Background: an optimization exercise with open tools, aiming at small area, a short achievable clock period and few clock cycles. Do not read the settings as production practice.
Where RTL was checked, it was by simulation tests only, not by an equivalence proof against the original.
The RTL of runs 1, 2, 4 and 5 was laid out without a check of its function.
No activity file was given, so power comes from the tool's default toggle rates.

<file path="design.v">
`timescale 1ns / 1ps
`default_nettype none
package hdc_pkg;
   localparam int WINDOW_DEPTH = 16;
   localparam int IDX_W        = $clog2(WINDOW_DEPTH);
   localparam int COUNT_W      = $clog2(WINDOW_DEPTH + 1);
   localparam int REG_W  = 5;
   localparam int KIND_W = 3;
   localparam int OIDX_W = 4;
   localparam logic [KIND_W-1:0] KIND_RAW  = 3'd0;
   localparam logic [KIND_W-1:0] KIND_WAR  = 3'd1;
   localparam logic [KIND_W-1:0] KIND_WAW  = 3'd2;
   localparam logic [KIND_W-1:0] KIND_NONE = 3'd3;
   localparam logic [KIND_W-1:0] KIND_FULL = 3'd4;
   localparam int HIT_RAW = 0;
   localparam int HIT_WAR = 1;
   localparam int HIT_WAW = 2;
endpackage
`default_nettype wire
`timescale 1ns / 1ps
`default_nettype none
module hdc_cell (
   input  wire logic                      clock,
   input  wire logic                      wr_en,
   input  wire logic                      live,
   input  wire logic [hdc_pkg::REG_W-1:0] c_dst,
   input  wire logic                      c_dok,
   input  wire logic [hdc_pkg::REG_W-1:0] c_sa,
   input  wire logic                      c_aok,
   input  wire logic [hdc_pkg::REG_W-1:0] c_sb,
   input  wire logic                      c_bok,
   output logic [hdc_pkg::REG_W-1:0]      dst,
   output logic [2:0]                     hit
);
   logic [hdc_pkg::REG_W-1:0] e_dst, e_sa, e_sb;
   logic                      e_dok, e_aok, e_bok;
   always_ff @(posedge clock) begin
      if (wr_en) begin
         e_dst <= c_dst;
         e_dok <= c_dok;
         e_sa  <= c_sa;
         e_aok <= c_aok;
         e_sb  <= c_sb;
         e_bok <= c_bok;
      end
   end
   assign hit[hdc_pkg::HIT_RAW] = live && e_dok &&
                                  ((c_aok && e_dst == c_sa) || (c_bok && e_dst == c_sb));
   assign hit[hdc_pkg::HIT_WAR] = live && c_dok &&
                                  ((e_aok && e_sa == c_dst) || (e_bok && e_sb == c_dst));
   assign hit[hdc_pkg::HIT_WAW] = live && e_dok && c_dok && e_dst == c_dst;
   assign dst = e_dst;
endmodule
`default_nettype wire
`timescale 1ns / 1ps
`default_nettype none
module instruction_hazard_detector_top (
   input  wire logic                       clock,
   input  wire logic                       reset,
   input  wire logic                       req_valid,
   output logic                            req_stall,
   input  wire logic                       req_start_program,
   input  wire logic [hdc_pkg::REG_W-1:0]  req_dest_reg,
   input  wire logic                       req_dest_present,
   input  wire logic [hdc_pkg::REG_W-1:0]  req_src_a_reg,
   input  wire logic                       req_src_a_present,
   input  wire logic [hdc_pkg::REG_W-1:0]  req_src_b_reg,
   input  wire logic                       req_src_b_present,
   output logic                            rsp_valid,
   input  wire logic                       rsp_stall,
   output logic [hdc_pkg::KIND_W-1:0]      rsp_dep_kind,
   output logic [hdc_pkg::OIDX_W-1:0]      rsp_earlier_index,
   output logic [hdc_pkg::OIDX_W-1:0]      rsp_later_index,
   output logic [hdc_pkg::REG_W-1:0]       rsp_shared_reg,
   output logic                            rsp_last_result
);
   localparam int D  = hdc_pkg::WINDOW_DEPTH;
   localparam int N  = 3 * D;
   localparam int RW = hdc_pkg::KIND_W + 2 * hdc_pkg::OIDX_W + hdc_pkg::REG_W + 1;
   logic [hdc_pkg::COUNT_W-1:0] count_ff, count_in;
   logic                        qv_ff, qv_in;
   logic [N-1:0]                qhits_ff, qhits_in;
   logic                        qfull_ff, qfull_in;
   logic [hdc_pkg::REG_W-1:0]   qdst_ff, qdst_in;
   logic [hdc_pkg::IDX_W-1:0]   qlater_ff, qlater_in;
   logic [N-1:0]                pend_ff, pend_in;
   logic [D-1:0]                pany_ff, pany_in;      
   logic                        fullk_ff, fullk_in;    
   logic [hdc_pkg::REG_W-1:0]   cdst_ff, cdst_in;
   logic [hdc_pkg::IDX_W-1:0]   later_ff, later_in;
   logic                        busy_ff, busy_in;      
   logic                        single_ff, single_in;  
   logic                        ov_ff, ov_in;
   logic [hdc_pkg::REG_W-1:0]   dst0_ff, dst0_in;
   logic                        nv_ff, nv_in;
   logic [RW-1:0]               nitem_ff, nitem_in;
   logic                        hv_ff, hv_in;
   logic [RW-1:0]               head_ff, head_in, item;
   logic [hdc_pkg::COUNT_W-1:0] eff_count;
   logic [hdc_pkg::IDX_W-1:0]   pos;
   logic                        full, accept, load, hfree, nfree, move, qmove;
   logic                        hits_one, pend_two;
   logic [N-1:0]                hits, clr;
   logic [D-1:0]                sel;
   logic [hdc_pkg::REG_W*D-1:0] dsts;
   logic [2:0]                  kind_sel;
   logic [hdc_pkg::IDX_W-1:0]   sel_idx;
   logic [hdc_pkg::REG_W-1:0]   sel_dst;
   logic [hdc_pkg::KIND_W-1:0]  it_kind;
   logic [hdc_pkg::OIDX_W-1:0]  it_early, it_late;
   logic [hdc_pkg::REG_W-1:0]   it_sh;
   logic                        it_last;
   assign hfree     = !hv_ff || !rsp_stall;
   assign nfree     = !nv_ff || hfree;
   assign move      = busy_ff && nfree;
   assign qmove     = qv_ff && (!busy_ff || (single_ff && move));
   assign req_stall = qv_ff && !qmove;
   assign accept    = req_valid && !req_stall;
   assign eff_count = req_start_program ? '0 : count_ff;
   assign full      = eff_count == hdc_pkg::COUNT_W'(D);
   assign pos       = eff_count[hdc_pkg::IDX_W-1:0];
   assign load      = accept && !full;
   for (genvar i = 0; i < D; i++) begin : g_cell
      hdc_cell u_cell (
         .clock (clock),
         .wr_en (load && pos == hdc_pkg::IDX_W'(i)),
         .live  (hdc_pkg::COUNT_W'(i) < eff_count),
         .c_dst (req_dest_reg),
         .c_dok (req_dest_present),
         .c_sa  (req_src_a_reg),
         .c_aok (req_src_a_present),
         .c_sb  (req_src_b_reg),
         .c_bok (req_src_b_present),
         .dst   (dsts[hdc_pkg::REG_W*i +: hdc_pkg::REG_W]),
         .hit   (hits[3*i +: 3])
      );
   end
   always_comb begin
      logic [63:0] ha, hm, pa, pm, pt;
      ha = 64'(qhits_ff);
      hm = '0;
      pa = 64'(pend_ff);
      pm = '0;
      pt = '0;
      for (int l = 1; l <= 6; l++) begin
         for (int j = 0; j < (64 >> l); j++) begin
            hm[j] = hm[2*j] | hm[2*j+1] | (ha[2*j] & ha[2*j+1]);
            ha[j] = ha[2*j] | ha[2*j+1];
            pt[j] = pt[2*j] | pt[2*j+1] | (pm[2*j] & pa[2*j+1]) | (pa[2*j] & pm[2*j+1]);
            pm[j] = pm[2*j] | pm[2*j+1] | (pa[2*j] & pa[2*j+1]);
            pa[j] = pa[2*j] | pa[2*j+1];
         end
      end
      hits_one = !hm[0];
      pend_two = !pt[0];
   end
   always_comb begin
      clr      = '0;
      kind_sel = '0;
      sel_idx  = '0;
      sel_dst  = '0;
      for (int i = 0; i < D; i++) begin
         logic [2:0] pk;
         sel[i] = pany_ff[i] && !(|(pany_ff & D'((1 << i) - 1)));
         pk[0] = pend_ff[3*i];
         pk[1] = pend_ff[3*i+1] && !pend_ff[3*i];
         pk[2] = !pend_ff[3*i+1] && !pend_ff[3*i];
         clr[3*i +: 3] = sel[i] ? pk : 3'b000;
         kind_sel = kind_sel | clr[3*i +: 3];
         sel_idx  = sel_idx | (sel[i] ? hdc_pkg::IDX_W'(i) : '0);
         if (i == 0) begin
            sel_dst = sel_dst | (sel[i] ? (ov_ff ? dst0_ff : dsts[0 +: hdc_pkg::REG_W]) : '0);
         end else begin
            sel_dst = sel_dst | (sel[i] ? dsts[hdc_pkg::REG_W*i +: hdc_pkg::REG_W] : '0);
         end
      end
   end
   always_comb begin
      if (|pany_ff) begin
         it_early = sel_idx;
         it_late  = later_ff;
         it_last  = single_ff;
         if (kind_sel[hdc_pkg::HIT_RAW]) begin
            it_kind = hdc_pkg::KIND_RAW;
            it_sh   = sel_dst;
         end else if (kind_sel[hdc_pkg::HIT_WAR]) begin
            it_kind = hdc_pkg::KIND_WAR;
            it_sh   = cdst_ff;
         end else begin
            it_kind = hdc_pkg::KIND_WAW;
            it_sh   = cdst_ff;
         end
      end else begin
         it_kind  = fullk_ff ? hdc_pkg::KIND_FULL : hdc_pkg::KIND_NONE;
         it_early = '0;
         it_late  = fullk_ff ? '0 : later_ff;
         it_sh    = '0;
         it_last  = 1'b1;
      end
      item = {it_kind, it_early, it_late, it_sh, it_last};
   end
   always_comb begin
      count_in  = count_ff;
      qv_in     = qv_ff && !qmove;
      qhits_in  = qhits_ff;
      qfull_in  = qfull_ff;
      qdst_in   = qdst_ff;
      qlater_in = qlater_ff;
      pend_in   = pend_ff;
      ov_in     = ov_ff && !qmove;
      dst0_in   = dst0_ff;
      fullk_in  = fullk_ff;
      cdst_in   = cdst_ff;
      later_in  = later_ff;
      busy_in   = busy_ff;
      single_in = single_ff;
      if (move) begin
         pend_in   = pend_ff & ~clr;
         busy_in   = !single_ff;
         single_in = pend_two;
      end
      if (qmove) begin
         pend_in   = qhits_ff;
         busy_in   = 1'b1;
         single_in = hits_one;
         fullk_in  = qfull_ff;
         cdst_in   = qdst_ff;
         later_in  = qlater_ff;
      end
      for (int i = 0; i < D; i++) begin
         pany_in[i] = |pend_in[3*i +: 3];
      end
      if (accept) begin
         qv_in     = 1'b1;
         qhits_in  = full ? '0 : hits;
         qfull_in  = full;
         qdst_in   = req_dest_reg;
         qlater_in = pos;
         count_in  = full ? eff_count : eff_count + hdc_pkg::COUNT_W'(1);
         if (!full && pos == '0) begin
            ov_in   = 1'b1;
            dst0_in = dsts[0 +: hdc_pkg::REG_W];
         end
      end
      nv_in    = move || (nv_ff && !hfree);
      nitem_in = move ? item : nitem_ff;
      hv_in    = hfree ? nv_ff : hv_ff;
      head_in  = hfree ? nitem_ff : head_ff;
   end
   always_ff @(posedge clock) begin
      if (reset) begin
         count_ff  <= '0;
         qv_ff     <= 1'b0;
         pend_ff   <= '0;
         pany_ff   <= '0;
         busy_ff   <= 1'b0;
         single_ff <= 1'b1;
         nv_ff     <= 1'b0;
         hv_ff     <= 1'b0;
      end else begin
         count_ff  <= count_in;
         qv_ff     <= qv_in;
         pend_ff   <= pend_in;
         pany_ff   <= pany_in;
         busy_ff   <= busy_in;
         single_ff <= single_in;
         nv_ff     <= nv_in;
         hv_ff     <= hv_in;
      end
      qhits_ff  <= qhits_in;
      qfull_ff  <= qfull_in;
      qdst_ff   <= qdst_in;
      qlater_ff <= qlater_in;
      fullk_ff  <= fullk_in;
      cdst_ff   <= cdst_in;
      later_ff  <= later_in;
      ov_ff     <= ov_in;
      dst0_ff   <= dst0_in;
      nitem_ff  <= nitem_in;
      head_ff   <= head_in;
   end
   assign rsp_valid = hv_ff;
   assign {rsp_dep_kind, rsp_earlier_index, rsp_later_index, rsp_shared_reg, rsp_last_result} = head_ff;
endmodule
`default_nettype wire
</file>
<file path="run.sh">
#!/bin/bash
# synth_recipe.tcl (not shown) runs the flow's synth.tcl, then flattens the netlist and writes it again
# the make line also repeats each setting of config.mk as NAME=value (left out here)
make -C /OpenROAD-flow-scripts/flow DESIGN_CONFIG=/design/flow/config.mk WORK_HOME=/design/flow/orfs CLKGATE_MAP_FILE= SYNTH_SCRIPT=/design/flow/synth_recipe.tcl finish
</file>
<file path="config.mk">
export PLATFORM = sky130hd
export DESIGN_NAME = instruction_hazard_detector_top
export DESIGN_NICKNAME = instruction_hazard_detector_top
export VERILOG_FILES = /design/flow/design.v
export SDC_FILE = /design/flow/constraint.sdc
export NUM_CORES = 4
export LEC_CHECK = 0
export ABC_CLOCK_PERIOD_IN_PS = 2300
export CAP_MARGIN = 20
export CORE_MARGIN = 2
export CORE_UTILIZATION = 50
export SETUP_SLACK_MARGIN = 2.0
export SLEW_MARGIN = 20
export TNS_END_PERCENT = 0
</file>
<file path="constraint.sdc">
create_clock -name core_clock -period 4.5 [get_ports {clock}]
set_input_delay 0.9000 -clock core_clock [delete_from_list [all_inputs] [get_ports {clock}]]
set_output_delay 0.9000 -clock core_clock [all_outputs]
set_load 0.01 [all_outputs]
</file>
==> results.cfg, run 1 <==
[logic_synthesis]
dominantRegCellSynth = sky130_fd_sc_hd__edfxtp_1
synth_async_sr_flop_share_pct = 0
synth_cells = 1913
number_of_flops_mapped_to_enable_cells_by_yosys = 395
yosys_reg_bits = 470
synth.yosys.warnings = 2
post_synth.cell_area_avg_sq_um = 12.0
synth_cell_type_count = 78
seq_area_frac_synth_pct = 58.3
synthesis.nets = 1940
netlist_area_before_placement_sq_mm = 0.0229

[layout]
most_frequent_standard_cell_in_the_layout_excluding_fill_and_tap_cells = sky130_fd_sc_hd__edfxtp_1
syn_to_final_growth_pct = 15.6
ff_latch_area_sq_mm = 0.0134
multi_input_comb_area_sq_mm = 0.00940
highest_count_cells_in_the_layout_ignoring_fill_and_taps = 395 x sky130_fd_sc_hd__edfxtp_1, 321 x sky130_fd_sc_hd__xor2_1, 119 x sky130_fd_sc_hd__nand3_1
filler_cell_count_in_the_final_layout = 3737
layout-drive-gt1-share_pct = 14.4
nets = 2006
stdcell_area_sq_mm = 0.0265
diodes = 0

[worst_setup_path]
cp_cell_sequence = nor2b_1, a221oi_1, o21ai_0, a221oi_1, and3_4, buf_2, a31o_1, a21oi_1
cp_data_required_time_ps = 4840
critical-path-slowest-cell = sky130_fd_sc_hd__dfxtp_1
rrSetupSlack_ps = 1820
worst-endpoint-arrival_ps = 3020
critical_path.startpoint = pend_ff[6]
cp_slowest_stage_delay_ps = 430
crit_top_cell = sky130_fd_sc_hd__a221oi_1
setup.worst_path.end = nitem_ff[2]
worstSetupPathType = reg2reg
worst-path-max-fanout = 12
rr_startpoint = pend_ff[6]
critical_path.reg2reg.endpoint = nitem_ff[2]
cp-start-kind = flip-flop
worstRegToRegCells = 8
worst_setup_ep_type = flip-flop

[timing]
layout_min_cycle_time_ps = 2680
period_share_pct = 59.5
max_clk_rate_mhz = 373
worst_slew_margin_rel_pct = 33.1
worst_clock_skew_ps = 25.3
report.final.slew_viol_count = 0
tightestPinTransition_ps = 1000
timing_hold_violations_final = 0
grt_setup_unrepaired = true
final-setup-viol-count = 0
setup_tns_ps = 0

[drt]
routed_wire_length_per_instance_microns = 26.9
drc = 0
detail_route.wirelength_microns = 70500
antenna_left = 0
drt_first_pass_iters = 5
via_per_inst = 6.21
initialDrtViolationCount = 1512
num_vias = 16271

[min_path]
hold_class = reg2reg
min_delay_path_depth = 0

[place]
post-dp-hpwl_microns = 49000
gp_congestion = 0.963
place.port_buffers = 41
placed_area_sq_mm = 0.0241

[cts]
cts-root-to-sink-buffers = 3
htreeDepth = 2
clk_pin_slew_worst_paths_ps = 60
holdBufCountCts = 0
clock_sinks = 470
cts_tree = built
cts-root-buf = sky130_fd_sc_hd__clkbuf_16
number_of_cts_inserted_buffers = 51
clock_insertion_delay_worst_skew_ps = 610

[floorplan]
height_of_the_die_microns = 218
floorplan.die.width_microns = 218
rows = 78
floorplan.io_pins = 42
die_area_sq_mm = 0.0476
coreArea_sq_mm = 0.0453
initial_core_utilization_pct = 50.6

[grt]
grt_antenna_before_repair = 1
grt_overflow = 0
grt_first_pass_wirelength_microns = 104000
grt_start_max_net_pins = 53
first_global_vias = 15771
grt.total_usage_pct = 29.8

[power]
cellLeakagePower_nw = 8.87
vdd_drop_max_mv = 0.341
pwr_density_cell_mw_per_mm2 = 387

[status]
outcome = no timing/DRC/antenna violations

[run]
cap_violations = 0
## cell usage after synthesis (18+ instances only)
master / number / area (sq um)
sky130_fd_sc_hd__inv_1: 23 / 86.3
sky130_fd_sc_hd__o22ai_1: 18 / 113
sky130_fd_sc_hd__nor4_1: 109 / 682
sky130_fd_sc_hd__clkbuf_1: 94 / 353
sky130_fd_sc_hd__edfxtp_1: 395 / 11900
sky130_fd_sc_hd__o211ai_1: 21 / 158
sky130_fd_sc_hd__buf_1: 25 / 93.8
sky130_fd_sc_hd__nor3_1: 20 / 100
sky130_fd_sc_hd__o21ai_0: 29 / 145
sky130_fd_sc_hd__dfxtp_1: 75 / 1500
sky130_fd_sc_hd__nand4_1: 24 / 150
sky130_fd_sc_hd__xor2_1: 321 / 2810
sky130_fd_sc_hd__nand3_1: 122 / 611
sky130_fd_sc_hd__or3_1: 28 / 175
sky130_fd_sc_hd__nor2_1: 69 / 259
sky130_fd_sc_hd__a221oi_1: 20 / 175
sky130_fd_sc_hd__a21oi_1: 99 / 495
sky130_fd_sc_hd__a22oi_1: 24 / 180
sky130_fd_sc_hd__xnor2_1: 80 / 701
sky130_fd_sc_hd__nand2_1: 85 / 319
## flip-flops by register name, summed over array words and instances (netlist names), 16 cells and up
register / count
g_cell.u_cell.e_dst: 80
g_cell.u_cell.e_sa: 80
g_cell.u_cell.e_sb: 80
pend_ff: 48
qhits_ff: 48
head_ff: 17
nitem_ff: 17
g_cell.u_cell.e_aok: 16
g_cell.u_cell.e_bok: 16
g_cell.u_cell.e_dok: 16
pany_ff: 16
## metal layers
layer / share of wire, % / wire (microns) / up-vias / GRT usage (%)
met1: 41 / 28700 / 8123 / 39.5
met4: 4.6 / 3260 / 2 / 13.5
met3: 6.1 / 4320 / 171 / 3.86
li1: - / - / 7322 / -
met5: 0.018 / 13 / - / 0
met2: 48 / 34100 / 653 / 49.2
## cell families (layout without fill, tap and decap cells)
logic type | count (synthesis) | after routing | synth area share [%]
AOI/OAI and AO/OA | 310 | 310 | 9.38
buffers and inverters | 153 | 262 | 2.64
muxes | 5 | 5 | 0.218
DFF | 470 | 470 | 58.3
and+or+nand+nor | 558 | 558 | 13.4
xor gates and xnor gates | 401 | 401 | 15.3
adders and majority gates | 16 | 16 | 0.742
## final cells by class
type                       instances  area share, %
inverter                          23          0.340
timing repair inverter             1         0.0189
clock buffer                      65           5.36
timing repair buffer             142           4.30
sequential                       470           50.4
multi-input combinational       1290           35.4
tap                              600           2.83
clock inverter                    31           1.28
## stage by stage
step	power (mW)	hold slack [ps]	setup WS [ps]	util, %	std cells
3_3_place_gp	5.92	401	887	53.3	2489
6_report	10.3	417	1820	58.6	2622
5_1_grt	10.6	423	1780	58.6	2622
3_5_place_dp	5.93	405	783	53.3	2489
2_1_floorplan	5.56	400	1270	-	1913
4_1_cts	10.3	418	1880	58.2	2610
## repair_timing
action                                  4_1_cts  5_1_grt
gates cloned                                  1        1
pin swaps                                    14        4
resized for setup                            80       10
setup buffers                                24       11
hold endpoints to repair                      0        0
endpoints found under the setup margin      433      362
## worst min path at each step
stage	to	slack, ps	from
floorplan	cdst_ff[0]	400	qdst_ff[0]
global placement	cdst_ff[4]	400	qdst_ff[4]
detailed placement	head_ff[9]	410	nitem_ff[9]
CTS	head_ff[5]	420	nitem_ff[5]
global route	head_ff[14]	420	nitem_ff[14]
finish	head_ff[5]	420	nitem_ff[5]
## critical path: cells and delay by family (launching register included)
kind                   cells  cell delay [ps]
AOI/OAI and AO/OA          5             1270
buffers and inverters      1              200
DFF                        1              430
and+or+nand+nor            2              530
## power breakdown
part           switching [mW]  leakage [nW]  internal (mW)
Combinational           0.600          3.72          0.350
Clock                    1.74         0.859           2.63
Sequential              0.136          4.29           4.82
Total                    2.47          8.87           7.80
==> run 2: changes to the inputs <==
--- a/config.mk
+++ b/config.mk
@@ -7,3 +7,3 @@
 export LEC_CHECK = 0
-export ABC_CLOCK_PERIOD_IN_PS = 2300
+export ABC_CLOCK_PERIOD_IN_PS = 1800
 export CAP_MARGIN = 20
@@ -11,3 +11,3 @@
 export CORE_UTILIZATION = 50
-export SETUP_SLACK_MARGIN = 2.0
+export SETUP_SLACK_MARGIN = 2.8
 export SLEW_MARGIN = 20
==> run 2 against run 1 <==
Die area unchanged. Synthesized area unchanged. Utilization increased by 0.29 points. First-iteration DRC count decreased by 2.8%. Global-route usage increased by 0.18 points. Synthesized cell count unchanged.
==> results.cfg, run 2 <==
[logic_synthesis]
post_synth.cell_area_avg_sq_um = 12.0
synth_cell_type_count = 78
xor_and_xnor_fraction_of_the_mapped_netlist_area_pct = 15.3
seq_area_frac_synth_pct = 58.3
dominantRegCellSynth = sky130_fd_sc_hd__edfxtp_1
yosys-mux-area-fraction_pct = 0.218
synth_area_leaders = sky130_fd_sc_hd__edfxtp_1 52%, sky130_fd_sc_hd__xor2_1 12%, sky130_fd_sc_hd__dfxtp_1 6.5%
synth.yosys.warnings = 2
synth_top_family_by_area = XOR/XNOR gates
yosys.area.top_type = sky130_fd_sc_hd__edfxtp_1
yosys.area_share.adder_pct = 0.742
number_of_flops_mapped_to_enable_cells_by_yosys = 395
synthesized_area_fraction_occupied_by_ao_oa_aoi_and_oai_cells_pct = 9.38
yosys_reg_bits = 470
synth_common_cells = 395 x sky130_fd_sc_hd__edfxtp_1, 321 x sky130_fd_sc_hd__xor2_1, 122 x sky130_fd_sc_hd__nand3_1
synth_cells = 1913
yosys.area_share.simple_pct = 13.4
synthesis.nets = 1940
most_frequently_used_cell_type_in_the_post_synthesis_netlist = sky130_fd_sc_hd__edfxtp_1
netlist_area_before_placement_sq_mm = 0.0229
synth_async_sr_flop_share_pct = 0
synth_largest_type_area_fraction_pct = 51.7

[worst_setup_path]
critical_path.reg2reg.endpoint = single_ff
cp_data_required_time_ps = 5010
worst-endpoint-arrival_ps = 3100
worstRegToRegCells = 7
worstSetupPathType = reg2reg
crit_top_cell = sky130_fd_sc_hd__or4_1
rr_startpoint = qhits_ff[14]
worst_setup_ep_type = flip-flop
cp-start-kind = flip-flop
cp_slowest_stage_delay_ps = 560
cp_cell_sequence = nor4_4, a22oi_1, or4_1, or4_1, nor3_2, a21oi_1, o21ai_1
critical-path-slowest-cell = sky130_fd_sc_hd__or4_1
rrSetupSlack_ps = 1910
worst-path-max-fanout = 2

[layout]
layout.core_utilization_pct = 58.9
syn_to_final_growth_pct = 16.2
layout-drive-gt1-share_pct = 15.2
diodes = 0
filler_cell_count_in_the_final_layout = 3732
nets = 2016
layout_top_registers = g_cell.u_cell.e_dst: 80 flops, g_cell.u_cell.e_sa: 80 flops, g_cell.u_cell.e_sb: 80 flops
highest_count_cells_in_the_layout_ignoring_fill_and_taps = 395 x sky130_fd_sc_hd__edfxtp_1, 321 x sky130_fd_sc_hd__xor2_1, 119 x sky130_fd_sc_hd__nand3_1
most_frequent_standard_cell_in_the_layout_excluding_fill_and_tap_cells = sky130_fd_sc_hd__edfxtp_1

[floorplan]
rows = 78
die_area_sq_mm = 0.0476
coreArea_sq_mm = 0.0453
floorplan.io_pins = 42
initial_core_utilization_pct = 50.6
floorplan.die.width_microns = 218
height_of_the_die_microns = 218

[power]
cellLeakagePower_nw = 8.94
pwr_density_cell_mw_per_mm2 = 386
vdd_drop_max_mv = 0.340

[drt]
num_vias = 16358
detail_route.wirelength_microns = 70900
routed_wire_length_per_instance_microns = 26.9
antenna_left = 0
initialDrtViolationCount = 1469
via_per_inst = 6.22
drc = 0
drt_first_pass_iters = 6

[timing]
setup_tns_ps = 0
period_share_pct = 57.6
report.final.slew_viol_count = 0
worst_slew_margin_rel_pct = 33.3
tightestPinTransition_ps = 1000
max_clk_rate_mhz = 386
worst_clock_skew_ps = 26.4
layout_min_cycle_time_ps = 2590
final-setup-viol-count = 0
timing_hold_violations_final = 0
grt_setup_unrepaired = true

[cts]
clk_pin_slew_worst_paths_ps = 60
number_of_cts_inserted_buffers = 51
htreeDepth = 2
holdBufCountCts = 0
clock_sinks = 470
cts-root-buf = sky130_fd_sc_hd__clkbuf_16
cts-root-to-sink-buffers = 3
clock_insertion_delay_worst_skew_ps = 610
cts_tree = built

[place]
place.port_buffers = 41
post-dp-hpwl_microns = 49000
gp_congestion = 0.963

[min_path]
hold_class = reg2reg
min_delay_path_depth = 0
hold-path-endpoint = cdst_ff[2]
min-delay-start = qdst_ff[2]

[grt]
grt_antenna_before_repair = 1
grt_overflow = 0
grt.total_usage_pct = 30.0
grt_start_max_net_pins = 53
grt_first_pass_wirelength_microns = 104000
first_global_vias = 15896

[status]
outcome = no timing/DRC/antenna violations

[run]
cap_violations = 0
==> run 2: cell types whose count changed in the layout (fill, tap and decap cells not counted), sizes merged <==
cell	change
buf	+10
==> run 2: per-layer routing <==
| layer | GRT usage (%) | share of wire (%) |
|---|---|---|
| met1 | 39.6 | 40 |
| met3 | 4.01 | 6.8 |
| met5 | 0 | 0 |
| met4 | 14.1 | 4.9 |
| met2 | 49.2 | 48 |
==> run 2: how the worst max path moves through the flow <==
stage | from | to | slack [ps] | cells past startpoint
final | qhits_ff[14] | single_ff | 1910 | 7
after CTS | pany_ff[1] | pany_ff[15] | 1960 | 8
after detailed placement | req_start_program | qhits_ff[25] | 780 | 7
after global placement | req_start_program | g_cell[8].u_cell.e_dst[3] | 890 | 8
after floorplan | rsp_stall | g_cell[5].u_cell.e_aok | 1270 | 7
after global routing | qhits_ff[10] | single_ff | 1860 | 7
==> run 2: critical path, delay by kind of cell (launching register included) <==
kind               cells  cell delay (ps)
AOI/OAI and AO/OA      3              390
and+or+nand+nor        4             1590
DFF                    1              500
==> run 2: per-stage QoR <==
stage / instances / total power, mW / hold slack [ps] / setup slack, ps / instance area [sq um]
after floorplan: 1913 / 5.56 / 400 / 1270 / 23100
after detailed placement: 2489 / 5.93 / 405 / 783 / 24100
after global placement: 2489 / 5.92 / 401 / 887 / 24100
after global routing: 2632 / 10.6 / 423 / 1860 / 26700
final: 2632 / 10.3 / 417 / 1910 / 26700
after CTS: 2627 / 10.3 / 418 / 1960 / 26600
==> run 2: layout make-up <==
class                           count  area, sq um  share of cell area, %
Clock inverter                     31          340                   1.28
Multi-Input combinational cell   1290         9440                   35.4
Clock buffer                       65         1420                   5.33
Timing Repair inverter              1         5.00                 0.0188
Tap cell                          600          751                   2.82
Inverter                           23         90.1                  0.338
Sequential cell                   470        13400                   50.2
Timing Repair Buffer              152         1230                   4.61
==> run 2: timing repair <==
action	CTS	global route
endpoints found under the setup margin	577	542
setup buffers	39	4
gates cloned	3	1
pin swaps	21	6
resized for setup	100	8
==> run 2: logic make-up after synthesis <==
kind of cell,count (synthesis)
AO/OA/AOI/OAI,310
XOR/XNOR,401
adder cells (fa/ha/maj),16
buffers and inverters,153
flip-flops,470
multiplexers,5
AND/OR/NAND/NOR,558
==> run 2: report_power, final <==
group | switching (mW) | internal (mW)
combinational | 0.613 | 0.363
clock | 1.73 | 2.63
sequential | 0.133 | 4.82
total | 2.48 | 7.82
==> run 3: changes to the inputs <==
--- a/design.v
+++ b/design.v
@@ -122,2 +122,13 @@
    assign load      = accept && !full;
+   logic [D-1:0] wr_en;
+   always_comb begin
+      for (int i = 0; i < D; i++) begin
+         if (i == 0) begin
+            wr_en[i] = req_start_program ? accept : (count_ff == '0);
+         end else begin
+            wr_en[i] = !req_start_program && count_ff == hdc_pkg::COUNT_W'(i) &&
+                       (!ov_ff || !req_stall);
+         end
+      end
+   end
    for (genvar i = 0; i < D; i++) begin : g_cell
@@ -125,3 +136,3 @@
          .clock (clock),
-         .wr_en (load && pos == hdc_pkg::IDX_W'(i)),
+         .wr_en (wr_en[i]),
          .live  (hdc_pkg::COUNT_W'(i) < eff_count),
@@ -232,4 +243,4 @@
       end
-      if (accept) begin
-         qv_in     = 1'b1;
+      if (!req_stall) begin
+         qv_in     = req_valid;
          qhits_in  = full ? '0 : hits;
@@ -238,2 +249,4 @@
          qlater_in = pos;
+      end
+      if (accept) begin
          count_in  = full ? eff_count : eff_count + hdc_pkg::COUNT_W'(1);
--- a/config.mk
+++ b/config.mk
@@ -7,3 +7,3 @@
 export LEC_CHECK = 0
-export ABC_CLOCK_PERIOD_IN_PS = 1800
+export ABC_CLOCK_PERIOD_IN_PS = 2000
 export CAP_MARGIN = 20
@@ -11,3 +11,3 @@
 export CORE_UTILIZATION = 50
-export SETUP_SLACK_MARGIN = 2.8
+export SETUP_SLACK_MARGIN = 2.5
 export SLEW_MARGIN = 20
==> run 3 against run 2 <==
Global-route usage fell by 0.97 points. Clock power fell by 4%. Cell area fell by 1.3%. Final cell count fell by 1.9%. Utilization fell by 0.67 points. Power fell by 7.5%. Count of clock-buffer cells in the layout fell by 1. Critical path depth rose by 3. Synthesized cell count fell by 1.5%. Via count fell by 1.8%. Sequential share of layout area rose by 0.67 points. Hold slack improved by 1.1 ps. Critical endpoint is now nitem_ff[15].
==> results.cfg, run 3 <==
[floorplan]
rows = 78
floorplan.io_pins = 42
die_area_sq_mm = 0.0473
coreArea_sq_mm = 0.0452
height_of_the_die_microns = 217
floorplan.die.width_microns = 217
initial_core_utilization_pct = 50.4

[power]
cellLeakagePower_nw = 8.96
comb_power_share_pct = 5.9
p_sw_share_pct = 22.2
p_clk_share_pct = 43.8
total_switching_power_mw = 2.11
vdd_drop_max_mv = 0.304
pwr_density_cell_mw_per_mm2 = 362
power.share.sequential_pct = 50.4
intPower_mw = 7.40

[timing]
setup_tns_ps = 0
layout_min_cycle_time_ps = 2590
report.final.slew_viol_count = 0
fin_ws_ps = 1910
hold_ws_ps = 419
tightestPinTransition_ps = 1070
final-setup-viol-count = 0
worst_clock_skew_ps = 23.7
timing_hold_violations_final = 0
worst_slew_margin_rel_pct = 28.3
max_clk_rate_mhz = 386
period_share_pct = 57.5
grt_setup_unrepaired = true

[drt]
drc = 0
met2RoutedLength_microns = 32700
routed.top_layer = met4
drt_first_pass_iters = 7
routed_wire_length_per_instance_microns = 26.5
num_vias = 16066
initialDrtViolationCount = 1771
detail_route.wirelength_microns = 68300
via_per_inst = 6.22
dr_wl_met3_microns = 5160
route.layer.met1.wl_microns = 27600
antenna_left = 0

[logic_synthesis]
synth_largest_type_area_fraction_pct = 52.1
synth_area_leaders = sky130_fd_sc_hd__edfxtp_1 52%, sky130_fd_sc_hd__xor2_1 12%, sky130_fd_sc_hd__dfxtp_1 6.6%
yosys.area.top_type = sky130_fd_sc_hd__edfxtp_1
seq_area_frac_synth_pct = 58.7
netlist_area_before_placement_sq_mm = 0.0228
yosys_reg_bits = 470
number_of_flops_mapped_to_enable_cells_by_yosys = 395
synth_common_cells = 395 x sky130_fd_sc_hd__edfxtp_1, 313 x sky130_fd_sc_hd__xor2_1, 106 x sky130_fd_sc_hd__nand3_1
dominantRegCellSynth = sky130_fd_sc_hd__edfxtp_1
synth_cells = 1885
synth_cell_type_count = 81
most_frequently_used_cell_type_in_the_post_synthesis_netlist = sky130_fd_sc_hd__edfxtp_1
synthesis.nets = 1910
synth.yosys.warnings = 2
post_synth.cell_area_avg_sq_um = 12.1
synth_async_sr_flop_share_pct = 0

[layout]
multi_input_comb_area_sq_mm = 0.00933
highest_count_cells_in_the_layout_ignoring_fill_and_taps = 395 x sky130_fd_sc_hd__edfxtp_1, 313 x sky130_fd_sc_hd__xor2_1, 102 x sky130_fd_sc_hd__nand3_1
layout_top_registers = g_cell.u_cell.e_dst: 80 flops, g_cell.u_cell.e_sa: 80 flops, g_cell.u_cell.e_sb: 80 flops
ff_latch_area_sq_mm = 0.0134
layout-drive-gt1-share_pct = 14.1
nets = 1966
diodes = 0
most_frequent_standard_cell_in_the_layout_excluding_fill_and_tap_cells = sky130_fd_sc_hd__edfxtp_1
filler_cell_count_in_the_final_layout = 3676
syn_to_final_growth_pct = 15.5
layout.core_utilization_pct = 58.2

[cts]
clk_pin_slew_worst_paths_ps = 60
clock_sinks = 470
number_of_cts_inserted_buffers = 49
holdBufCountCts = 0
cts_tree = built
cts-root-to-sink-buffers = 3
cts-root-buf = sky130_fd_sc_hd__clkbuf_16
htreeDepth = 2
clock_insertion_delay_worst_skew_ps = 600

[worst_setup_path]
worst_setup_ep_type = flip-flop
rr_startpoint = pany_ff[1]
critical-path-slowest-cell = sky130_fd_sc_hd__or4_4
crit_path_leading_delay_family = simple AND/OR/NAND/NOR gates
cp_data_required_time_ps = 4850
worstRegToRegCells = 10
worst-path-max-fanout = 3
cp_cell_sequence = or4_4, buf_6, buf_6, nor3b_4, buf_4, nand3b_1, nand4_1, nor4_2, and4_4, a31o_2
worstSetupPathType = reg2reg
cp-start-kind = flip-flop
critical_path.reg2reg.endpoint = nitem_ff[15]
crit_top_cell = sky130_fd_sc_hd__buf_6
rrSetupSlack_ps = 1910
crit_buf_inv = 3
worst-endpoint-arrival_ps = 2930
cp_slowest_stage_delay_ps = 620

[place]
place.port_buffers = 41
gp_congestion = 0.962
post-dp-hpwl_microns = 45500
preCtsSetupSlack_ps = 771

[min_path]
min-delay-start = nitem_ff[9]
min_delay_path_depth = 0
hold_class = reg2reg
hold-path-endpoint = head_ff[9]

[status]
outcome = no timing/DRC/antenna violations

[grt]
grt_antenna_before_repair = 0
grt_overflow = 0
first_global_vias = 15485
grt.total_usage_pct = 29.0
grt_first_pass_wirelength_microns = 101000
grt_start_max_net_pins = 60

[run]
cap_violations = 0
[run 3: cell types whose count changed in the layout (fill, tap and decap cells not counted), sizes merged, moves of 7 or more]
cell / change
nand2: +12
nand3b: +11
buf: -21
a31oi: +9
o21ai: -8
xnor2: +8
a21oi: -10
a22o: -7
o211ai: +10
xor2: -8
nand3: -16
inv: -10
a222oi: +10
[run 3: logic make-up (layout without fill, tap and decap cells)]
kind of cell             count (synthesis)  after routing  synth area share (%)
AO/OA/AOI/OAI                          306            306                  9.27
adder cells (fa/ha/maj)                 13             13                 0.593
multiplexers                             5              5                 0.220
XOR/XNOR                               401            401                  15.4
AND/OR/NAND/NOR                        550            550                  13.3
flip-flops                             470            470                  58.7
buffers and inverters                  140            236                  2.49
[run 3: worst max path at each step]
stage | startpoint | to | slack [ps] | depth (start not counted)
2_1_floorplan | rsp_stall | g_cell[14].u_cell.e_aok | 1920 | 7
5_1_grt | pany_ff[1] | pany_ff[5] | 1820 | 8
3_3_place_gp | pany_ff[1] | nitem_ff[1] | 860 | 7
3_5_place_dp | pany_ff[1] | nitem_ff[1] | 770 | 7
6_report | pany_ff[1] | nitem_ff[15] | 1910 | 10
4_1_cts | pany_ff[1] | nitem_ff[3] | 1980 | 7
[run 3: final cells by class]
type	count	share of cell area [%]
clock buffers	64	5.16
clock inverters	27	1.14
inverters	15	0.271
multi-input cells	1275	35.5
flip-flops and latches	470	50.9
well taps	600	2.86
repair buffers	130	4.24
[run 3: metrics by stage]
step | std cells | instance area (sq um) | power (mW)
finish | 2581 | 26300 | 9.52
global route | 2581 | 26300 | 9.79
CTS | 2579 | 26200 | 9.58
detailed placement | 2444 | 23900 | 5.42
global placement | 2444 | 23900 | 5.42
floorplan | 1885 | 23000 | 5.20
[run 3: power groups by stage]
stage | combinational [mW] | sequential [mW] | clock (mW)
after global routing | 0.592 | 4.80 | 4.41
final | 0.557 | 4.79 | 4.17
after floorplan | 0.329 | 4.87 | 0
after global placement | 0.530 | 4.89 | 0
after CTS | 0.555 | 4.79 | 4.23
after detailed placement | 0.536 | 4.89 | 0
[run 3: worst reg2reg max path: cells and delay by family (launching register included)]
kind            cells  cell delay (ps)
simple gates        6             1310
buf+inv             3              450
flops               1              340
compound gates      1              250
[run 3: layer usage]
metal / track usage [%] / up-vias
met5: 0 / -
met4: 11.7 / 0
met3: 4.74 / 188
met2: 47.3 / 735
met1: 38.9 / 7939
li1: - / 7204
[run 3: timing repair]
action,4_1_cts,5_1_grt
pin swaps,39,2
gates resized for setup,82,6
gates cloned,0,0
endpoints found under the setup margin,532,473
buffers inserted,44,2
Testbench counts of run 3, summed over its fixed seeds: cycles 6,823.
==> run 4: changes to the inputs <==
--- a/design.v
+++ b/design.v
@@ -87,2 +87,3 @@
    logic [D-1:0]                pany_ff, pany_in;      
+   logic [D-1:0]                sel_ff, sel_in;        
    logic                        fullk_ff, fullk_in;    
@@ -94,12 +95,10 @@
    logic [hdc_pkg::REG_W-1:0]   dst0_ff, dst0_in;
-   logic                        nv_ff, nv_in;
-   logic [RW-1:0]               nitem_ff, nitem_in;
-   logic                        hv_ff, hv_in;
-   logic [RW-1:0]               head_ff, head_in, item;
+   logic                        hv_ff, hv_in, tv_ff, tv_in;
+   logic [RW-1:0]               head_ff, head_in, tail_ff, tail_in, item;
    logic [hdc_pkg::COUNT_W-1:0] eff_count;
    logic [hdc_pkg::IDX_W-1:0]   pos;
-   logic                        full, accept, load, hfree, nfree, move, qmove;
+   logic                        full, accept, load, pop, move, qmove;
    logic                        hits_one, pend_two;
    logic [N-1:0]                hits, clr;
-   logic [D-1:0]                sel;
+   logic [D-1:0]                qany, pany_mv, one_left;
    logic [hdc_pkg::REG_W*D-1:0] dsts;
@@ -112,8 +111,14 @@
    logic                        it_last;
-   assign hfree     = !hv_ff || !rsp_stall;
-   assign nfree     = !nv_ff || hfree;
-   assign move      = busy_ff && nfree;
-   assign qmove     = qv_ff && (!busy_ff || (single_ff && move));
-   assign req_stall = qv_ff && !qmove;
+   function automatic logic [D-1:0] lowest(input logic [D-1:0] v);
+      logic [D-1:0] r;
+      for (int i = 0; i < D; i++) begin
+         r[i] = v[i] && !(|(v & D'((1 << i) - 1)));
+      end
+      lowest = r;
+   endfunction
+   assign req_stall = qv_ff && busy_ff && (!single_ff || tv_ff);
    assign accept    = req_valid && !req_stall;
+   assign pop       = hv_ff && !rsp_stall;
+   assign move      = busy_ff && (!tv_ff || pop);
+   assign qmove     = qv_ff && (!busy_ff || (single_ff && move));
    assign eff_count = req_start_program ? '0 : count_ff;
@@ -122,13 +127,2 @@
    assign load      = accept && !full;
-   logic [D-1:0] wr_en;
-   always_comb begin
-      for (int i = 0; i < D; i++) begin
-         if (i == 0) begin
-            wr_en[i] = req_start_program ? accept : (count_ff == '0);
-         end else begin
-            wr_en[i] = !req_start_program && count_ff == hdc_pkg::COUNT_W'(i) &&
-                       (!ov_ff || !req_stall);
-         end
-      end
-   end
    for (genvar i = 0; i < D; i++) begin : g_cell
@@ -136,3 +130,3 @@
          .clock (clock),
-         .wr_en (wr_en[i]),
+         .wr_en (load && pos == hdc_pkg::IDX_W'(i)),
          .live  (hdc_pkg::COUNT_W'(i) < eff_count),
@@ -174,3 +168,2 @@
          logic [2:0] pk;
-         sel[i] = pany_ff[i] && !(|(pany_ff & D'((1 << i) - 1)));
          pk[0] = pend_ff[3*i];
@@ -178,14 +171,24 @@
          pk[2] = !pend_ff[3*i+1] && !pend_ff[3*i];
-         clr[3*i +: 3] = sel[i] ? pk : 3'b000;
+         clr[3*i +: 3] = sel_ff[i] ? pk : 3'b000;
          kind_sel = kind_sel | clr[3*i +: 3];
-         sel_idx  = sel_idx | (sel[i] ? hdc_pkg::IDX_W'(i) : '0);
+         sel_idx  = sel_idx | (sel_ff[i] ? hdc_pkg::IDX_W'(i) : '0);
          if (i == 0) begin
-            sel_dst = sel_dst | (sel[i] ? (ov_ff ? dst0_ff : dsts[0 +: hdc_pkg::REG_W]) : '0);
+            sel_dst = sel_dst | (sel_ff[i] ? (ov_ff ? dst0_ff : dsts[0 +: hdc_pkg::REG_W]) : '0);
          end else begin
-            sel_dst = sel_dst | (sel[i] ? dsts[hdc_pkg::REG_W*i +: hdc_pkg::REG_W] : '0);
+            sel_dst = sel_dst | (sel_ff[i] ? dsts[hdc_pkg::REG_W*i +: hdc_pkg::REG_W] : '0);
          end
+         one_left[i] = (pend_ff[3*i] && (pend_ff[3*i+1] || pend_ff[3*i+2])) ||
+                       (pend_ff[3*i+1] && pend_ff[3*i+2]);
+         qany[i] = |qhits_ff[3*i +: 3];
       end
+      pany_mv = pany_ff & ~(sel_ff & ~one_left);
    end
    always_comb begin
-      if (|pany_ff) begin
+      if (busy_ff && !(|pany_ff)) begin
+         it_kind  = fullk_ff ? hdc_pkg::KIND_FULL : hdc_pkg::KIND_NONE;
+         it_early = '0;
+         it_late  = fullk_ff ? '0 : later_ff;
+         it_sh    = '0;
+         it_last  = 1'b1;
+      end else begin
          it_early = sel_idx;
@@ -203,8 +206,2 @@
          end
-      end else begin
-         it_kind  = fullk_ff ? hdc_pkg::KIND_FULL : hdc_pkg::KIND_NONE;
-         it_early = '0;
-         it_late  = fullk_ff ? '0 : later_ff;
-         it_sh    = '0;
-         it_last  = 1'b1;
       end
@@ -220,2 +217,4 @@
       pend_in   = pend_ff;
+      pany_in   = pany_ff;
+      sel_in    = sel_ff;
       ov_in     = ov_ff && !qmove;
@@ -229,2 +228,4 @@
          pend_in   = pend_ff & ~clr;
+         pany_in   = pany_mv;
+         sel_in    = lowest(pany_mv);
          busy_in   = !single_ff;
@@ -234,2 +235,4 @@
          pend_in   = qhits_ff;
+         pany_in   = qany;
+         sel_in    = lowest(qany);
          busy_in   = 1'b1;
@@ -240,7 +243,4 @@
       end
-      for (int i = 0; i < D; i++) begin
-         pany_in[i] = |pend_in[3*i +: 3];
-      end
-      if (!req_stall) begin
-         qv_in     = req_valid;
+      if (accept) begin
+         qv_in     = 1'b1;
          qhits_in  = full ? '0 : hits;
@@ -249,4 +249,2 @@
          qlater_in = pos;
-      end
-      if (accept) begin
          count_in  = full ? eff_count : eff_count + hdc_pkg::COUNT_W'(1);
@@ -257,6 +255,14 @@
       end
-      nv_in    = move || (nv_ff && !hfree);
-      nitem_in = move ? item : nitem_ff;
-      hv_in    = hfree ? nv_ff : hv_ff;
-      head_in  = hfree ? nitem_ff : head_ff;
+      head_in = head_ff;
+      hv_in   = hv_ff;
+      tail_in = tail_ff;
+      tv_in   = tv_ff && !pop;
+      if (!hv_ff || pop) begin
+         hv_in   = tv_ff || move;
+         head_in = tv_ff ? tail_ff : item;
+      end
+      if (move && (tv_ff || (hv_ff && !pop))) begin
+         tv_in   = 1'b1;
+         tail_in = item;
+      end
    end
@@ -270,4 +276,4 @@
          single_ff <= 1'b1;
-         nv_ff     <= 1'b0;
          hv_ff     <= 1'b0;
+         tv_ff     <= 1'b0;
       end else begin
@@ -279,4 +285,4 @@
          single_ff <= single_in;
-         nv_ff     <= nv_in;
          hv_ff     <= hv_in;
+         tv_ff     <= tv_in;
       end
@@ -286,2 +292,3 @@
       qlater_ff <= qlater_in;
+      sel_ff    <= sel_in;
       fullk_ff  <= fullk_in;
@@ -291,4 +298,4 @@
       dst0_ff   <= dst0_in;
-      nitem_ff  <= nitem_in;
       head_ff   <= head_in;
+      tail_ff   <= tail_in;
    end
==> run 4 against run 3 <==
Critical endpoint is now head_ff[4]. First-iteration DRC count grew 17%. Final cell count grew 8.3%. Utilization shrank 0.085 points. Via count grew 12%. Hold slack is essentially flat.
==> results.cfg, run 4 <==
[place]
placed_area_sq_mm = 0.0254
gp_congestion = 0.917
place.port_buffers = 41
post-dp-hpwl_microns = 51500

[floorplan]
floorplan.die.width_microns = 224
rows = 80
die_area_sq_mm = 0.0501
floorplan.io_pins = 42
initial_core_utilization_pct = 50.6
coreArea_sq_mm = 0.0477
height_of_the_die_microns = 224

[drt]
drc = 0
via_per_inst = 6.42
antenna_left = 0
num_vias = 17939
drt_first_pass_iters = 6
detail_route.wirelength_microns = 76400
routed_wire_length_per_instance_microns = 27.3
initialDrtViolationCount = 2079

[timing]
tightestPinTransition_ps = 1080
report.final.slew_viol_count = 0
worst_slew_margin_rel_pct = 27.8
timing_hold_violations_final = 0
layout_min_cycle_time_ps = 2530
period_share_pct = 56.2
final-setup-viol-count = 0
grt_setup_unrepaired = true
hold_ws_ps = 418
worst_clock_skew_ps = 18.2
setup_tns_ps = 0
max_clk_rate_mhz = 395

[run]
cap_violations = 0

[logic_synthesis]
synth_area_leaders = sky130_fd_sc_hd__edfxtp_1 51%, sky130_fd_sc_hd__xor2_1 12%, sky130_fd_sc_hd__dfxtp_1 6.2%
synth_common_cells = 411 x sky130_fd_sc_hd__edfxtp_1, 318 x sky130_fd_sc_hd__xor2_1, 155 x sky130_fd_sc_hd__nand2_1
yosys.area.top_type = sky130_fd_sc_hd__edfxtp_1
seq_area_frac_synth_pct = 57.3
number_of_flops_mapped_to_enable_cells_by_yosys = 411
synth_async_sr_flop_share_pct = 0
post_synth.cell_area_avg_sq_um = 11.5
synth_largest_type_area_fraction_pct = 51.1
synth_cell_type_count = 66
most_frequently_used_cell_type_in_the_post_synthesis_netlist = sky130_fd_sc_hd__edfxtp_1
synth.yosys.warnings = 2
yosys_reg_bits = 486
netlist_area_before_placement_sq_mm = 0.0241
dominantRegCellSynth = sky130_fd_sc_hd__edfxtp_1
synthesis.nets = 2128
synth_cells = 2101

[cts]
clk_pin_slew_worst_paths_ps = 60
cts_tree = built
holdBufCountCts = 0
clock_sinks = 486
clock_insertion_delay_worst_skew_ps = 610
htreeDepth = 2
cts-root-buf = sky130_fd_sc_hd__clkbuf_16
cts-root-to-sink-buffers = 3
number_of_cts_inserted_buffers = 51

[worst_setup_path]
cp-start-kind = flip-flop
rr_startpoint = sel_ff[10]
cp_data_required_time_ps = 4840
worst-endpoint-arrival_ps = 2870
critical_path.reg2reg.endpoint = head_ff[4]
worst_setup_ep_type = flip-flop
worstSetupPathType = reg2reg
worstRegToRegCells = 5
worst-path-max-fanout = 11
rrSetupSlack_ps = 1970

[power]
vdd_drop_max_mv = 0.315
cellLeakagePower_nw = 9.18
pwr_density_cell_mw_per_mm2 = 372

[min_path]
hold_class = reg2reg
hold-path-endpoint = cdst_ff[4]
min_delay_path_depth = 0
min-delay-start = qdst_ff[4]

[grt]
grt_antenna_before_repair = 1
first_global_vias = 17461
grt.total_usage_pct = 30.8
grt_overflow = 0
grt_first_pass_wirelength_microns = 114000
grt_start_max_net_pins = 61

[layout]
layout-drive-gt1-share_pct = 14.0
syn_to_final_growth_pct = 14.9
nets = 2166
stdcell_area_sq_mm = 0.0277
most_frequent_standard_cell_in_the_layout_excluding_fill_and_tap_cells = sky130_fd_sc_hd__edfxtp_1
filler_cell_count_in_the_final_layout = 3901
diodes = 0
layout_top_registers = g_cell.u_cell.e_dst: 80 flops, g_cell.u_cell.e_sa: 80 flops, g_cell.u_cell.e_sb: 80 flops
layout.core_utilization_pct = 58.1
highest_count_cells_in_the_layout_ignoring_fill_and_taps = 411 x sky130_fd_sc_hd__edfxtp_1, 318 x sky130_fd_sc_hd__xor2_1, 151 x sky130_fd_sc_hd__nand2_1

[status]
outcome = no timing/DRC/antenna violations
run 4: cell count changes in the layout (fill, tap and decap cells not counted), sizes merged, moves of 14 or more:
cell,before,now
a21oi,90,105
a22o,5,19
edfxtp,395,411
mux2,0,14
nand2,100,155
nand3,106,135
nand3b,14,0
nor2,70,88
nor2b,18,1
o21ai,22,52
o31ai,2,17
run 4: worst max path at each step:
stage | slack, ps | cells past startpoint | startpoint | endpoint
after global routing | 1910 | 7 | pend_ff[44] | single_ff
after CTS | 2020 | 7 | pend_ff[44] | single_ff
final | 1970 | 5 | sel_ff[10] | head_ff[4]
after floorplan | 1740 | 8 | req_start_program | g_cell[10].u_cell.e_aok
after global placement | 760 | 7 | req_start_program | qhits_ff[37]
after detailed placement | 680 | 7 | req_start_program | qhits_ff[37]
run 4: critical path, cell delays in order, from the launching register on:
cell	delay (ps)
sky130_fd_sc_hd__edfxtp_1	710
sky130_fd_sc_hd__a22o_1	400
sky130_fd_sc_hd__a221oi_1	590
sky130_fd_sc_hd__nand4_1	200
sky130_fd_sc_hd__o22ai_1	240
sky130_fd_sc_hd__o31ai_1	130
run 4: layer usage:
layer,GRT usage [%],part of all wire (%),up-vias
met3,5.05,7.7,223
met5,0,0.016,-
met1,41.3,41,8911
li1,-,-,7924
met2,49.8,46,879
met4,13.2,4.9,2
run 4: kinds of logic (layout without fill, tap and decap cells):
kind of cell	after synthesis	count (layout)	share of synthesized area, %
AOI/OAI and AO/OA	378	379	10.6
xor gates and xnor gates	401	401	14.5
adders and majority gates	21	21	0.912
buffers and inverters	174	252	2.83
DFF	486	486	57.3
and+or+nand+nor	626	626	13.1
muxes	15	15	0.695
run 4: final cells by class:
type	count	area [sq um]	area share, %
Tap cell	615	769	2.77
Clock inverter	25	282	1.01
Clock buffer	69	1360	4.92
Multi-Input combinational cell	1442	10100	36.5
Timing Repair Buffer	137	1240	4.47
Sequential cell	486	13900	50.0
Inverter	21	85.1	0.307
run 4: timing repair:
action | CTS | global route
buffers inserted | 30 | 2
pin swaps | 27 | 2
setup endpoints to repair | 582 | 570
cloned | 2 | 0
gates resized for setup | 75 | 16
run 4: where the power goes:
| group | total, mW | switching [mW] | internal (mW) |
|---|---|---|---|
| registers | 5.16 | 0.167 | 4.99 |
| logic | 0.979 | 0.616 | 0.363 |
| clock network | 4.17 | 1.76 | 2.42 |
| total | 10.3 | 2.54 | 7.77 |
run 4: through the flow:
stage	setup WS [ps]	cells	power (mW)
floorplan	1740	2101	5.75
global route	1910	2795	10.6
global placement	764	2667	6.13
finish	1970	2795	10.3
CTS	2020	2793	10.3
detailed placement	679	2667	6.14
==> run 5: changes to the inputs <==
--- a/design.v
+++ b/design.v
@@ -143,10 +143,15 @@
    always_comb begin
-      logic [63:0] ha, hm, pa, pm, pt;
-      ha = 64'(qhits_ff);
-      hm = '0;
-      pa = 64'(pend_ff);
-      pm = '0;
-      pt = '0;
-      for (int l = 1; l <= 6; l++) begin
-         for (int j = 0; j < (64 >> l); j++) begin
+      logic [D-1:0] ha, hm, pa, pm, pt;
+      for (int i = 0; i < D; i++) begin
+         logic h0, h1, h2, p0, p1, p2;
+         {h2, h1, h0} = qhits_ff[3*i +: 3];
+         {p2, p1, p0} = pend_ff[3*i +: 3];
+         ha[i] = h0 | h1 | h2;
+         hm[i] = (h0 & h1) | (h0 & h2) | (h1 & h2);
+         pa[i] = pany_ff[i];
+         pm[i] = (p0 & p1) | (p0 & p2) | (p1 & p2);
+         pt[i] = p0 & p1 & p2;
+      end
+      for (int l = 1; l <= 4; l++) begin
+         for (int j = 0; j < (D >> l); j++) begin
             hm[j] = hm[2*j] | hm[2*j+1] | (ha[2*j] & ha[2*j+1]);
==> run 5 against run 4 <==
Still clean on timing, DRC and antenna. First-iteration DRC count rose by 0.87%. Die area fell by 2.2%. Cell area fell by 2.7%. Critical path depth rose by 2. Worst setup slack got worse by 1.2 ps. Power fell by 1.1%. Maximum frequency barely moved. Global-route usage rose by 0.11 points. Non-clock buffer count fell by 4.
==> results.cfg, run 5 <==
[status]
outcome = no timing/DRC/antenna violations

[floorplan]
initial_core_utilization_pct = 50.7
height_of_the_die_microns = 221
die_area_sq_mm = 0.0489
coreArea_sq_mm = 0.0466
floorplan.die.width_microns = 221
floorplan.io_pins = 42
rows = 79

[logic_synthesis]
yosys_reg_bits = 486
synthesis.nets = 2030
yosys.area_share.adder_pct = 0.938
yosys.area_share.simple_pct = 12.5
synthesized_area_fraction_occupied_by_ao_oa_aoi_and_oai_cells_pct = 9.88
post_synth.cell_area_avg_sq_um = 11.8
yosys-mux-area-fraction_pct = 0.610
synth_largest_type_area_fraction_pct = 52.3
dominantRegCellSynth = sky130_fd_sc_hd__edfxtp_1
synth_top_family_by_area = XOR/XNOR gates
synth_area_leaders = sky130_fd_sc_hd__edfxtp_1 52%, sky130_fd_sc_hd__xor2_1 12%, sky130_fd_sc_hd__dfxtp_1 6.4%
synth_cells = 2003
yosys.area.top_type = sky130_fd_sc_hd__edfxtp_1
synth.yosys.warnings = 2
synth_common_cells = 411 x sky130_fd_sc_hd__edfxtp_1, 317 x sky130_fd_sc_hd__xor2_1, 141 x sky130_fd_sc_hd__nand3_1
most_frequently_used_cell_type_in_the_post_synthesis_netlist = sky130_fd_sc_hd__edfxtp_1
netlist_area_before_placement_sq_mm = 0.0236
seq_area_frac_synth_pct = 58.7
number_of_flops_mapped_to_enable_cells_by_yosys = 411
synth_async_sr_flop_share_pct = 0
synth_cell_type_count = 62
xor_and_xnor_fraction_of_the_mapped_netlist_area_pct = 14.9

[worst_setup_path]
worstSetupPathType = reg2reg
cp_cell_sequence = buf_6, a222oi_1, nand3_1, a21oi_2, nand4_1, o21ai_2, o31ai_2
critical-path-slowest-cell = sky130_fd_sc_hd__a222oi_1
rr_startpoint = sel_ff[1]
setup.worst_path.end = head_ff[1]
rrSetupSlack_ps = 1970
worst-path-max-fanout = 4
cp-start-kind = flip-flop
cp_data_required_time_ps = 4850
worst-endpoint-arrival_ps = 2880
critical_path.reg2reg.endpoint = head_ff[1]
critical_path.startpoint = sel_ff[1]
worst_setup_ep_type = flip-flop
cp_slowest_stage_delay_ps = 580
worstRegToRegCells = 7

[drt]
routed_wire_length_per_instance_microns = 27.9
drt_first_pass_iters = 6
antenna_left = 0
initialDrtViolationCount = 2097
drc = 0
detail_route.wirelength_microns = 75900
via_per_inst = 6.31
num_vias = 17167

[timing]
max_clk_rate_mhz = 395
period_share_pct = 56.2
final-setup-viol-count = 0
worst_clock_skew_ps = 24.9
timing_hold_violations_final = 0
worst_slew_margin_rel_pct = 31.6
setup_tns_ps = 0
fin_ws_ps = 1970
layout_min_cycle_time_ps = 2530
report.final.slew_viol_count = 0
tightestPinTransition_ps = 1030
grt_setup_unrepaired = true

[min_path]
hold_class = reg2reg

[cts]
htreeDepth = 2
cts-root-to-sink-buffers = 3
cts-root-buf = sky130_fd_sc_hd__clkbuf_16
number_of_cts_inserted_buffers = 52
clock_sinks = 486
holdBufCountCts = 0
clk_pin_slew_worst_paths_ps = 60
clock_insertion_delay_worst_skew_ps = 620
cts_tree = built

[place]
post-dp-hpwl_microns = 51900
place.port_buffers = 41
preCtsSetupSlack_ps = 965
gp_congestion = 0.983
placed_area_sq_mm = 0.0248

[power]
pwr_density_cell_mw_per_mm2 = 378
cellLeakagePower_nw = 8.99
vdd_drop_max_mv = 0.364

[layout]
most_frequent_standard_cell_in_the_layout_excluding_fill_and_tap_cells = sky130_fd_sc_hd__edfxtp_1
layout-drive-gt1-share_pct = 13.1
syn_to_final_growth_pct = 14.4
nets = 2101
layout_top_registers = g_cell.u_cell.e_dst: 80 flops, g_cell.u_cell.e_sa: 80 flops, g_cell.u_cell.e_sb: 80 flops
highest_count_cells_in_the_layout_ignoring_fill_and_taps = 411 x sky130_fd_sc_hd__edfxtp_1, 317 x sky130_fd_sc_hd__xor2_1, 141 x sky130_fd_sc_hd__nand3_1
stdcell_area_sq_mm = 0.0270

[grt]
grt_overflow = 0
grt_start_max_net_pins = 56
grt_first_pass_wirelength_microns = 111000
grt_antenna_before_repair = 2
first_global_vias = 16478
grt.total_usage_pct = 30.9

[run]
cap_violations = 0
-- run 5: per-stage QoR --
step / hold WS (ps) / power (mW) / cells / util [%]
after floorplan: 400 / 5.68 / 2003 / -
after global placement: 401 / 6.07 / 2590 / 53.2
after detailed placement: 405 / 6.08 / 2590 / 53.2
after CTS: 418 / 10.2 / 2714 / 57.7
after global routing: 424 / 10.5 / 2720 / 58.0
final: 417 / 10.2 / 2721 / 58.0
-- run 5: kinds of logic (layout without fill, tap and decap cells) --
| kind of cell | after synthesis | in the layout |
|---|---|---|
| xor+xnor | 401 | 401 |
| simple gates | 574 | 577 |
| flops | 486 | 486 |
| fa+ha+maj | 21 | 21 |
| mux | 13 | 13 |
| buf+inv | 153 | 260 |
| compound gates | 355 | 355 |
| other cells | 0 | 1 |
-- run 5: layer usage --
| metal | global-route usage, % | share of wire, % |
|---|---|---|
| met1 | 41.5 | 41 |
| met2 | 48.5 | 46 |
| met3 | 5.23 | 8.1 |
| met4 | 15.6 | 5.3 |
| met5 | 0 | 0.021 |
-- run 5: layout make-up --
| type | count | area [sq um] |
|---|---|---|
| Antenna cell | 1 | 2.50 |
| Clock buffer | 71 | 1430 |
| Clock inverter | 22 | 194 |
| Fill cell | 3802 | 19600 |
| Inverter | 34 | 135 |
| Multi-Input combinational cell | 1367 | 9480 |
| Sequential cell | 486 | 13900 |
| Tap cell | 607 | 759 |
| Timing Repair Buffer | 133 | 1140 |
-- run 5: power by group --
group | internal, mW | switching (mW)
registers | 4.99 | 0.130
clock network | 2.34 | 1.78
logic | 0.340 | 0.616
total | 7.67 | 2.52
-- run 5: timing repair --
action	in CTS	in global routing
resized for setup	59	20
buffers inserted	28	6
setup endpoints to repair	583	558
pin swaps	20	10
cloned	3	0
-- run 5: critical path, delay by kind of cell, from the launching register on --
kind,cells,cell delay [ps]
buffers and inverters,1,180
AND/OR/NAND/NOR,2,550
AO/OA/AOI/OAI,4,1080
flip-flops,1,450
-- run 5: worst min-delay path by stage --
stage / from / endpoint / slack [ps] / cells after the start
floorplan: qdst_ff[0] / cdst_ff[0] / 400 / 0
global placement: qdst_ff[3] / cdst_ff[3] / 400 / 0
detailed placement: qdst_ff[2] / cdst_ff[2] / 400 / 0
CTS: qdst_ff[2] / cdst_ff[2] / 420 / 0
global route: qdst_ff[1] / cdst_ff[1] / 420 / 0
finish: qdst_ff[2] / cdst_ff[2] / 420 / 0

==> separate check: timing with driven ports <==
The flow's constraints put no driver on any port. The routed layouts listed below were extracted and timed again, unchanged, in two steps. Step 1, drivers: a clkbuf_16 drives clock and a buf_2 each remaining input, both assumed. Step 2, shift: input delay + t, output delay - t, t = (earliest + latest rising clock arrival at the registers) / 2. This alone moves slack from input paths to output paths. Three values: no drivers, after step 1, after step 2; two values: the first two.
| run | t (ns) | slack for setup (ns) | hold WS [ns] | worst register clock-pin slew, ns | cell pins on the clock port's net |
|---|---|---|---|---|---|
| run 1 | 0.657 | 1.822 / 1.822 / 1.310 | 0.417 / 0.417 / 0.417 | 0.06 / 0.06 | 1 |
| run 2 | 0.657 | 1.910 / 1.910 / 1.357 | 0.417 / 0.417 / 0.417 | 0.06 / 0.06 | 1 |
| run 3 | 0.643 | 1.911 / 1.911 / 1.456 | 0.419 / 0.419 / 0.419 | 0.07 / 0.07 | 1 |
| run 4 | 0.655 | 1.970 / 1.970 / 1.322 | 0.418 / 0.418 / 0.418 | 0.07 / 0.07 | 1 |
| run 5 | 0.671 | 1.969 / 1.969 / 1.438 | 0.417 / 0.417 / 0.417 | 0.06 / 0.06 | 1 |
After both steps every run listed still meets setup and hold. The setup slack of run 4, which loses most, moves by 0.000 ns with the drivers and by -0.648 ns with both steps.
